What follows belongs to an exercise in optimizing a design on an open flow for small area, a short achievable clock period and few clock cycles; a production flow would make more cautious choices.
In this exercise RTL edits were held to simulation tests only and were not proved equivalent to the original.
Power and IR drop assume default switching activity.

==> design.v <==
package beam_pkg;
    localparam int DATA_WIDTH    = 16;
    localparam int NUM_CHANNELS  = 8;
    localparam int CHAN_WIDTH    = 3;
    localparam int MAX_DELAY     = 64;
    localparam int DELAY_WIDTH   = 6;
    localparam int SUM_WIDTH     = DATA_WIDTH + CHAN_WIDTH;
    localparam int POS_WIDTH     = 16;
    localparam int ELEMENT_PITCH = 8;
    localparam int REM_WIDTH     = 24;
    typedef logic signed [DATA_WIDTH-1:0] sample_t;
    typedef logic signed [SUM_WIDTH-1:0] sum_t;
    typedef logic [DELAY_WIDTH-1:0] delay_t;
    typedef logic [CHAN_WIDTH-1:0] chan_t;
endpackage
`timescale 1ns/100ps
module csa3 #(
    parameter int W = 8
) (
    input  logic [W-1:0] a,
    input  logic [W-1:0] b,
    input  logic [W-1:0] c,
    output logic [W-1:0] s,
    output logic [W-1:0] cy
);
    assign s  = a ^ b ^ c;
    assign cy = {(a[W-2:0] & b[W-2:0]) | (a[W-2:0] & c[W-2:0]) | (b[W-2:0] & c[W-2:0]), 1'b0};
endmodule
module focus_delay_calc (
    input  logic                           clk,
    input  logic                           reset,
    input  logic                           req,
    input  logic [beam_pkg::POS_WIDTH-1:0] x_f,
    input  logic [beam_pkg::POS_WIDTH-1:0] z_f,
    output logic                           ack,
    output logic                           ready_next,
    output logic [beam_pkg::NUM_CHANNELS*beam_pkg::DELAY_WIDTH-1:0] delays
);
    localparam int NC = beam_pkg::NUM_CHANNELS;
    localparam int DW = beam_pkg::DELAY_WIDTH;
    localparam int SQ = 23;                  
    localparam int PW = SQ - DW;             
    logic [3:0]     step;
    logic           take;
    logic           ready;
    logic [11:0]    x;
    logic           x_hi;
    logic [PW-1:0]  div;                     
    logic [SQ-1:0]  sq_s;
    logic [SQ-1:0]  sq_c;
    assign take = req && !ack && (step == 4'd0);
    always_comb begin
        ready_next = ready;
        if (reset || step == 4'd6) ready_next = 1'b1;
        else if (take)             ready_next = 1'b0;
    end
    always_ff @(posedge clk) begin
        ready <= ready_next;
        if (reset) begin
            step <= 4'd0;
            ack  <= 1'b0;
        end else begin
            if (take)                step <= 4'd1;
            else if (step == 4'd7)   step <= 4'd0;
            else if (step != 4'd0)   step <= step + 4'd1;
            if (step == 4'd6)        ack <= 1'b1;
            else if (ack && !req)    ack <= 1'b0;
        end
    end
    always_ff @(posedge clk) begin
        x    <= x_f[11:0];
        x_hi <= |x_f[15:12];
        if (take) div <= {z_f, 1'b0};
    end
    logic [SQ-1:0] pp [12];
    always_comb begin
        for (int i = 0; i < 12; i++) begin
            pp[i] = '0;
            if (2*i < SQ) pp[i][2*i] = x_f[i];
            for (int j = i + 1; j < 12; j++) begin
                if (i + j + 1 < SQ) pp[i][i+j+1] = x_f[i] & x_f[j];
            end
        end
    end
    logic [SQ-1:0] r0, r1, r2, r3, r4, r5, r6;
    assign r0 = pp[0] | pp[7];
    assign r1 = pp[1] | pp[8];
    assign r2 = pp[2] | pp[9];
    assign r3 = pp[3] | pp[10];
    assign r4 = pp[4] | pp[11];
    assign r5 = pp[5];
    assign r6 = pp[6];
    logic [SQ-1:0] l1s0, l1c0, l1s1, l1c1, l2s, l2c, l3s, l3c, l4s, l4c;
    csa3 #(SQ) c10 (.a(r0),   .b(r1),   .c(r2),   .s(l1s0), .cy(l1c0));
    csa3 #(SQ) c11 (.a(r3),   .b(r4),   .c(r5),   .s(l1s1), .cy(l1c1));
    csa3 #(SQ) c20 (.a(l1s0), .b(l1c0), .c(l1s1), .s(l2s),  .cy(l2c));
    csa3 #(SQ) c30 (.a(l2s),  .b(l2c),  .c(l1c1), .s(l3s),  .cy(l3c));
    csa3 #(SQ) c40 (.a(l3s),  .b(l3c),  .c(r6),   .s(l4s),  .cy(l4c));
    logic [14:0] mul3, mul5, mul7;
    logic [14:0] kx [NC];
    always_ff @(posedge clk) begin
        sq_s <= l4s;
        sq_c <= l4c;
        mul3 <= {3'd0, x_f[11:0]} + {2'd0, x_f[11:0], 1'b0};
        mul5 <= {3'd0, x_f[11:0]} + {1'd0, x_f[11:0], 2'b0};
        mul7 <= {x_f[11:0], 3'b0} - {3'd0, x_f[11:0]};
    end
    assign kx[0] = '0;
    assign kx[1] = {3'd0, x};
    assign kx[2] = {2'd0, x, 1'b0};
    assign kx[3] = mul3;
    assign kx[4] = {1'd0, x, 2'b0};
    assign kx[5] = mul5;
    assign kx[6] = {mul3[13:0], 1'b0};
    assign kx[7] = mul7;
    for (genvar k = 0; k < NC; k++) begin : g_ch
        logic [SQ-1:0] sq_k;
        logic [PW:0]   rem;           
        logic [DW-1:0] d;
        logic          clamp;
        logic          big;
        logic [PW+1:0] trial;
        logic [PW+1:0] addend;
        logic [PW+1:0] next;
        logic          over;
        logic          q_bit;
        logic [SQ-1:0] op_a, op_c;
        logic [SQ-1:0] s1, c1, s2, c2;
        assign op_a = (k == 0) ? '0 : {~{4'd0, kx[k]}, 4'd0};
        assign op_c = SQ'(64 * k * k + ((k == 0) ? 0 : 16));
        csa3 #(SQ) cs1 (.a(sq_s), .b(sq_c), .c(op_a), .s(s1), .cy(c1));
        csa3 #(SQ) cs2 (.a(s1),   .b(c1),   .c(op_c), .s(s2), .cy(c2));
        assign sq_k = s2 + c2;
        assign big  = x_hi || (x >= 12'(2897 + 8 * k));
        assign trial  = {rem, d[DW-1]};
        assign addend = rem[PW] ? {2'b00, div} : ~{2'b00, div};
        assign next   = trial + addend + {{(PW+1){1'b0}}, !rem[PW]};
        assign over   = clamp || ((step == 4'd2) && (rem[PW-1:0] >= div));
        assign q_bit  = !next[PW+1] || over;
        always_ff @(posedge clk) begin
            if (step == 4'd1) begin
                rem   <= {1'b0, sq_k[SQ-1:DW]};
                clamp <= big;
            end else begin
                rem   <= next[PW:0];
                clamp <= over;
            end
        end
        always_ff @(posedge clk) begin
            if (reset) begin
                d <= '0;
            end else if (step == 4'd1) begin
                d <= sq_k[DW-1:0];
            end else if (step >= 4'd2) begin
                d <= {d[DW-2:0], q_bit};
            end
        end
        assign delays[k*DW +: DW] = d;
    end
endmodule
`timescale 1ns/100ps
module channel_delay_line (
    input  logic              clk,
    input  logic [7:0]        load,        
    input  beam_pkg::sample_t sample_in,
    input  logic [7:0]        group,       
    input  beam_pkg::delay_t  delay,
    output beam_pkg::sample_t tap
);
    localparam int HD = beam_pkg::MAX_DELAY;
    localparam int DW = beam_pkg::DATA_WIDTH;
    beam_pkg::sample_t ring [HD];
    beam_pkg::sample_t part [8];
    beam_pkg::sample_t sel;
    logic [7:0]        low;
    always_ff @(posedge clk) begin
        for (int p = 0; p < HD; p++) begin
            if ((p % 8) == 0 && load[p / 8]) ring[p] <= sample_in;
            else                             ring[p] <= ring[(p + HD - 1) % HD];
        end
    end
    always_comb begin
        for (int j = 0; j < 8; j++) low[j] = (delay[2:0] == 3'(j));
    end
    always_comb begin
        for (int i = 0; i < 8; i++) begin
            part[i] = '0;
            for (int j = 0; j < 8; j++) part[i] = part[i] | (ring[8*i + j] & {DW{low[j]}});
        end
        sel = '0;
        for (int i = 0; i < 8; i++) sel = sel | (part[i] & {DW{group[i]}});
    end
    always_ff @(posedge clk) begin
        tap <= sel;
    end
endmodule
`timescale 1ns/100ps
module serial_beam_sum (
    input  logic                                                   clk,
    input  logic                                                   reset,
    input  logic                                                   valid_in,
    input  logic [beam_pkg::NUM_CHANNELS*beam_pkg::DATA_WIDTH-1:0] taps,
    output beam_pkg::sum_t                                         beam_out,
    output logic                                                   beam_valid
);
    localparam int DW = beam_pkg::DATA_WIDTH;
    localparam int SW = beam_pkg::SUM_WIDTH;
    logic          valid_cs;
    beam_pkg::sum_t t [8];
    beam_pkg::sum_t a1s, a1c, b1s, b1c, a2s, a2c, b2s, b2c, a3s, a3c, s4, c4;
    beam_pkg::sum_t sum_s, sum_c;
    for (genvar k = 0; k < 8; k++) begin : g_ext
        assign t[k] = {{(SW-DW){taps[k*DW+DW-1]}}, taps[k*DW +: DW]};
    end
    csa3 #(SW) c1a (.a(t[0]), .b(t[1]), .c(t[2]), .s(a1s), .cy(a1c));
    csa3 #(SW) c1b (.a(t[3]), .b(t[4]), .c(t[5]), .s(b1s), .cy(b1c));
    csa3 #(SW) c2a (.a(a1s),  .b(a1c),  .c(b1s),  .s(a2s), .cy(a2c));
    csa3 #(SW) c2b (.a(b1c),  .b(t[6]), .c(t[7]), .s(b2s), .cy(b2c));
    csa3 #(SW) c3a (.a(a2s),  .b(a2c),  .c(b2s),  .s(a3s), .cy(a3c));
    csa3 #(SW) c4a (.a(a3s),  .b(a3c),  .c(b2c),  .s(s4),  .cy(c4));
    always_ff @(posedge clk) begin
        if (reset) begin
            valid_cs   <= 1'b0;
            beam_valid <= 1'b0;
        end else begin
            valid_cs   <= valid_in;
            beam_valid <= valid_cs;
        end
    end
    always_ff @(posedge clk) begin
        sum_s    <= s4;
        sum_c    <= c4;
        beam_out <= sum_s + sum_c;
    end
endmodule
`timescale 1ns/100ps
module beamformer_top (
    input  logic                                                 clk,
    input  logic                                                 reset,
    input  logic                                                 req,
    input  logic [beam_pkg::POS_WIDTH-1:0]                       x_f,
    input  logic [beam_pkg::POS_WIDTH-1:0]                       z_f,
    input  logic [beam_pkg::NUM_CHANNELS*beam_pkg::DATA_WIDTH-1:0] rf_data,
    input  logic                                                 sample_valid,
    output logic                                                 ack,
    output logic                                                 sample_ready,
    output beam_pkg::sum_t                                       beam_out,
    output logic                                                 beam_valid
);
    localparam int NC = beam_pkg::NUM_CHANNELS;
    localparam int DW = beam_pkg::DATA_WIDTH;
    localparam int LW = beam_pkg::DELAY_WIDTH;
    logic             read_valid;    
    logic             tap_valid;
    logic [LW:0]      filled;        
    logic [LW-1:0]    newest;        
    logic [NC*LW-1:0] delays;
    logic [NC*DW-1:0] taps;
    logic             ready_next;
    logic             take_row;
    logic [7:0]       load;
    logic             empty;
    focus_delay_calc focus_calc_i (
        .clk        (clk),
        .reset      (reset),
        .req        (req),
        .x_f        (x_f),
        .z_f        (z_f),
        .ack        (ack),
        .ready_next (ready_next),
        .delays     (delays)
    );
    assign take_row = sample_valid && sample_ready && !reset;
    assign empty    = (filled == '0);
    always_ff @(posedge clk) begin
        if (reset)                  sample_ready <= 1'b1;
        else if (take_row || empty) sample_ready <= ready_next && (newest[2:0] == 3'd0);
        else                   sample_ready <= ready_next && (newest[2:0] == 3'd7);
        if (reset) begin
            read_valid <= 1'b0;
            tap_valid  <= 1'b0;
            filled     <= '0;
            newest     <= '0;
        end else begin
            read_valid <= take_row;
            tap_valid  <= read_valid;
            if (take_row && !filled[LW]) filled <= filled + 1'b1;
            if (!take_row && !empty)     newest <= newest + 1'b1;
        end
    end
    always_comb begin
        for (int i = 0; i < 8; i++) load[i] = (newest == LW'(8 * i));
    end
    for (genvar k = 0; k < NC; k++) begin : g_channel
        logic [LW-1:0] dk;
        logic [2:0]    grp;
        logic          ok;
        logic [7:0]    group;
        assign dk  = delays[k*LW +: LW];
        assign ok  = ({1'b0, dk} < filled);
        assign grp = newest[LW-1:3] + dk[LW-1:3];
        always_comb begin
            for (int i = 0; i < 8; i++) group[i] = ok && (grp == 3'(i));
        end
        channel_delay_line delay_line_i (
            .clk       (clk),
            .load      (load),
            .sample_in (rf_data[k*DW +: DW]),
            .group     (group),
            .delay     (dk),
            .tap       (taps[k*DW +: DW])
        );
    end
    serial_beam_sum beam_sum_i (
        .clk        (clk),
        .reset      (reset),
        .valid_in   (tap_valid),
        .taps       (taps),
        .beam_out   (beam_out),
        .beam_valid (beam_valid)
    );
endmodule
==> flow/run.sh <==
#!/bin/bash
# Layout: the standard ORFS flow (standard.sh, all steps) with these
# changes to how the layout is made; the design, the clock and the
# constraints are the standard ones:
#  - synthesis: synth_recipe.tcl with flow/abc_split.tcl in front of it, which
#    maps the tap read multiplexers with ABC's default script (see there);
#  - BUFFER_PORTS_ARGS: the ports are buffered with buf_4 rather than the
#    default port buffer, a slow delay cell;
#  - CTS_ARGS: clock tree synthesis without dummy loads, with sink clusters of
#    at most 25 flip-flops within 80 um (the standard clustering options);
set -euo pipefail
export BUFFER_PORTS_ARGS="-buffer_cell sky130_fd_sc_hd__buf_4"
export CTS_ARGS="-sink_clustering_enable -repair_clock_nets -dont_use_dummy_load -sink_clustering_size 25 -sink_clustering_max_diameter 80"
export SETUP_SLACK_MARGIN=7.3
cat flow/abc_split.tcl synth_recipe.tcl > split_synth.tcl
sed "s#SYNTH_SCRIPT=[^ ]*#SYNTH_SCRIPT=$PWD/split_synth.tcl#" standard.sh > split_standard.sh
grep -q "SYNTH_SCRIPT=$PWD/split_synth.tcl" split_standard.sh
bash split_standard.sh "$@" > flow_standard.log 2>&1
==> flow/abc_split.tcl <==
# Prepended to the standard flow's synthesis script (synth_recipe.tcl) by run.sh.
# ORFS's synthesis maps all logic with one ABC call using its speed script.
# Here that call is split in two: first the tap read multiplexers (the logic
# that feeds the tap registers, back to the registers it reads) with ABC's
# default script, which maps this wide and-or logic to fewer cells; then
# everything else, unchanged, with the standard call. Registers are mapped
# before ABC runs, so they are the same as in the standard synthesis.
proc abc {args} {
  set i [lsearch -exact $args -script]
  set dargs $args
  if {$i >= 0} { set dargs [lreplace $args $i [expr {$i + 1}]] }
  yosys select -set taps c:*delay_line_i.tap*
  yosys select -set tapd @taps %ci1:+sky130_fd_sc_hd__dfxtp_1\[D\] @taps %d
  yosys select -set readmux @tapd %ci*:-sky130_fd_sc_hd__dfxtp_1:-sky130_fd_sc_hd__edfxtp_1 t:sky130_fd_sc_hd__dfxtp_1 %d t:sky130_fd_sc_hd__edfxtp_1 %d
  yosys abc {*}$dargs @readmux
  yosys abc {*}$args
}
==> standard.sh <==
#!/bin/bash
# synth_recipe.tcl (not shown) runs the flow's synth.tcl, then flattens the netlist and writes it again
# the make line also repeats each setting of config.mk as NAME=value (left out here)
make -C /OpenROAD-flow-scripts/flow DESIGN_CONFIG=/design/flow/config.mk WORK_HOME=/design/flow/orfs CLKGATE_MAP_FILE= SYNTH_SCRIPT=/design/flow/synth_recipe.tcl "${@:-finish}"
==> config.mk <==
export PLATFORM = sky130hd
export DESIGN_NAME = beamformer_top
export DESIGN_NICKNAME = beamformer_top
export VERILOG_FILES = /design/flow/design.v
export SDC_FILE = /design/flow/constraint.sdc
export NUM_CORES = 4
export LEC_CHECK = 0
export CAP_MARGIN = 20
export CORE_MARGIN = 2
export CORE_UTILIZATION = 70
export SLEW_MARGIN = 20
==> constraint.sdc <==
create_clock -name core_clock -period 11.0 [get_ports {clk}]
set_input_delay 2.2000 -clock core_clock [delete_from_list [all_inputs] [get_ports {clk}]]
set_output_delay 2.2000 -clock core_clock [all_outputs]
set_load 0.01 [all_outputs]
==> metrics.md <==
| Metric | Value |
|---|---|
| Met3 usage | 4.90% |
| Peak VDD IR | 0.351 mV |
| CTS tree | built |
| Area growth syn-to-layout | 6.89% |
| Top-Level Pins | 186 |
| Largest net degree at the start of global routing | 129 |
| Hold Path Class | flop to flop |
| Max H-tree Level | 5 |
| FILL cells | 24600 |
| Final Power | 78400 µW |
| Worst Tran Pin Value | 1.20 ns |
| Cell Area, Placed | 0.266 mm² |
| Vias/cell | 6.66 |
| R2R depth | 8 |
| Cell Pwr Density | 281 mW/mm² |
| Sum Neg Setup Slack | 0 ns |
| Routability congestion estimate | 0.902 |
| Final instance area | 0.279 mm² |
| Die X | 614 µm |
| Headroom to the max-slew limit | 19.7% |
| Synth Flop Type | dfxtp_1 |
| Period utilization | 34.5% |
| Hold Vio Cnt, Final | 0 |
| Layout cell share with drive strength beyond 1 | 12.0% |
| Total wire length | 676000 µm |
| Most frequent CP cell | fa_1 |
| Clk slew on worst S/H paths | 0.09 ns |
| Clk buf depth | 4 |
| First drt pass iteration count | 15 |
| Synth Warn # | 10 |
| Max frequency | 264 MHz |
| Hold path depth | 0 |
| Initial Util | 70.2% |
| Crit-path max cell delay | 0.54 ns |
| Startpoint Class | primary input |
| Nets | 20800 |
| Grt ovf | 0 |
| Yosys cell types | 96 |
| Gr busiest metal | met2 |
| Share of the synthesized area in the top cell type | 66.7% |
| Leak | 0.112 µW |
| Largest fanout on the critical path | 6 |
| GRT met1 Usage | 48.6% |
| Setup Slack @ Placement | 6.08 ns |
| Ys async rst share | 0% |
| CP Data Arrival Time | 4.59 ns |
| Yosys top cell by area | dfxtp_1 |
| Core Area | 0.372 mm² |
| MaxCap Viol Count | 0 |
| Post-synthesis cell count | 19900 |
| Setup ws final | 7.21 ns |
| Vias post-DR | 164000 |
| Met2 GRT Util | 54.3% |
| CP Capture Type | flop |
| Kind of critical path | primary input to flop |
| Std-Cell Rows | 224 |
| Clk latency of the worst-skew pair | 1.01 ns |
| PortBufs | 185 |
| CP Cell Sequence | buf_12 -> clkinvlp_4 -> buf_4 -> nor2_4 -> fa_1 -> fa_1 -> fa_1 -> fa_2 |
| Status | no timing/DRC/antenna violations |
| Vias in the first global route | 163000 |
| #FFs+latches synth | 8703 |
| EDFF count, synth | 16 |
| Die Ht | 614 µm |
| Hold Buf Count CTS | 0 |
| Clock net sink count | 8703 |
| Detailed Place HPWL | 384000 µm |
| Crit path max-delay cell type | fa_1 |
| CTS buffer count | 395 |
| Mapped Nets | 21000 |
| Sequential area share after synthesis | 66.9% |
| Final Critical Period | 3.79 ns |
| Commonest non-fill, non-tap cells in the layout | 8642 x dfxtp_1, 1735 x a222oi_1, 1118 x nand2_1, 1024 x mux2_2, 879 x a221oi_1 |
| Antenna violations before repair | 58 |
| GRT Total Usage | 34.5% |
| CP required | 11.79 ns |
| Hold_ws | 0.294 ns |
| Synth Cell Area | 0.261 mm² |
| Routed length per instance | 27.4 µm |
| Root buf cell | clkbuf_16 |
| First-pass GRT wire length | 1010000 µm |
| Drt drc | 0 |
| RSZ-0062 raised after global routing | yes |
| Synth area leaders | dfxtp_1 67%, a222oi_1 6.7%, mux2_2 4.4%, ha_1 3.4%, a221oi_1 3.0% |
| Skew final | 0.106 ns |
| Die area | 0.377 mm² |
| Synth Area per Inst | 13.1 µm² |
| Slew Viols, Final | 0 |
| Most common cell after layout, fill and taps aside | dfxtp_1 |
| Remaining antenna violation count | 0 |
| Setup violators final | 0 |
| DRT iter0 DRCs | 22800 |
-- power breakdown --
group,switching [µW],total (µW),internal [µW]
clock network,9200,15600,6420
registers,2830,38900,36100
logic,14100,23900,9730
-- logic make-up after synthesis --
family | count (synthesis) | share of synthesized area, %
DFF | 8703 | 66.9
AOI/OAI and AO/OA | 4637 | 15.1
and+or+nand+nor | 2529 | 4.58
buffers and inverters | 1686 | 2.50
muxes | 1043 | 4.49
adders and majority gates | 937 | 5.16
xor gates and xnor gates | 396 | 1.33
-- critical path, delay by kind of cell --
kind,cells,cell delay (ns)
buf+inv,3,0.46
fa+ha+maj,4,1.84
simple gates,1,0.08
-- cell type report --
class | instances | area [µm²] | area share, %
inverters | 502 | 1990 | 0.714
diodes | 31 | 77.6 | 0.0278
flip-flops and latches | 8703 | 174000 | 62.6
multi-input cells | 9543 | 81300 | 29.2
repair buffers | 520 | 4790 | 1.72
clock buffers | 395 | 9880 | 3.55
well taps | 4972 | 6220 | 2.23
-- routing by layer --
layer,up-vias,part of all wire (%)
met3,1184,8.4
met4,30,4.0
met5,-,0.029
met2,7413,45
met1,81300,43
li1,74400,-
-- flip-flops by register name (all words and copies together), names as in the netlist, 8 cells and up --
register                     count
focus_calc_i.g_ch.d             48
focus_calc_i.mul7               14
focus_calc_i.mul3               12
focus_calc_i.mul5               15
g_channel.delay_line_i.ring   8192
focus_calc_i.x                  10
focus_calc_i.sq_s               21
beam_sum_i.sum_s                19
focus_calc_i.g_ch.clamp          8
focus_calc_i.g_ch.rem          144
g_channel.delay_line_i.tap     128
focus_calc_i.div                16
beam_sum_i.sum_c                17
focus_calc_i.sq_c               15
beam_sum_i.beam_out             19
-- synthesized netlist by cell type, drive strengths merged (15+ instances only) --
library cell  count
inv             501
and3            176
mux2i            19
edfxtp           16
o22ai           523
a211oi           57
fa              232
nand2b           55
nor2            311
a21oi           284
or3              30
a221oi          882
a22oi           464
a31oi            32
o21bai           15
clkbuf         1081
buf             103
dfxtp          8687
xnor2           288
a21o            119
nand3           391
a222oi         1735
and3b            19
nor3            104
or4             135
nor2b            55
o21ai           192
o31ai            38
nand2          1125
xor2            108
o211ai           80
mux2           1024
o2111ai          26
a21boi           20
o21a             52
ha              705
nor3b            34
a211o            17
nand4            25
and2             25
-- worst paths after layout --
check / from / end / slack [ns]
worst max-delay path: x_f[1] / focus_calc_i.sq_s[12] / 7.21
worst min-delay path: g_channel[5].delay_line_i.ring[53][7] / g_channel[5].delay_line_i.ring[54][7] / 0.29
worst max register to register: focus_calc_i.div[14] / focus_calc_i.g_ch[0].d[0] / 7.25
worst min register to register: g_channel[5].delay_line_i.ring[53][7] / g_channel[5].delay_line_i.ring[54][7] / 0.29
-- timing repair --
| item | CTS | global route |
|---|---|---|
| hold endpoints to repair | 0 | 0 |
| cloned | 1 | 1 |
| setup endpoints to repair | 332 | 114 |
| buffers inserted | 53 | 62 |
| pin swaps | 22 | 70 |
| gates resized for setup | 157 | 161 |
-- through the flow --
stage,utilization (%),cells
2_1_floorplan,-,19900
3_3_place_gp,71.7,24100
3_5_place_dp,71.7,24100
4_1_cts,74.6,24600
5_1_grt,75.0,24700
6_report,75.0,24700
Testbench counts, summed over its fixed seeds: cycles 4,632.

[afterwards: timing with drivers on the ports]
No port has a modelled driver above. Below, the same layout with a new extraction and two added sets of constraints. Step 1 (the two cells are an assumption about what drives the block):
set clk [get_ports {clk}]
set_driving_cell -lib_cell sky130_fd_sc_hd__clkbuf_16 $clk
set_driving_cell -lib_cell sky130_fd_sc_hd__buf_2 [delete_from_list [all_inputs] $clk]
Step 2 times the ports against the registers' clock, not the clock port: input delays grow and output delays shrink by t, the midpoint of the rising clock arrivals with the driver on. Three values: no drivers, after step 1, after step 2; two values: the first two.
t, ns: 1.079
setup slack, ns: 7.205 / 7.184 / 6.190
latest minus earliest clock arrival (ns): 0.131 / 0.131
After both steps setup and hold are still met in this run. For this run, drivers alone change the setup slack by -0.021 ns; drivers and shift together by -1.015 ns.
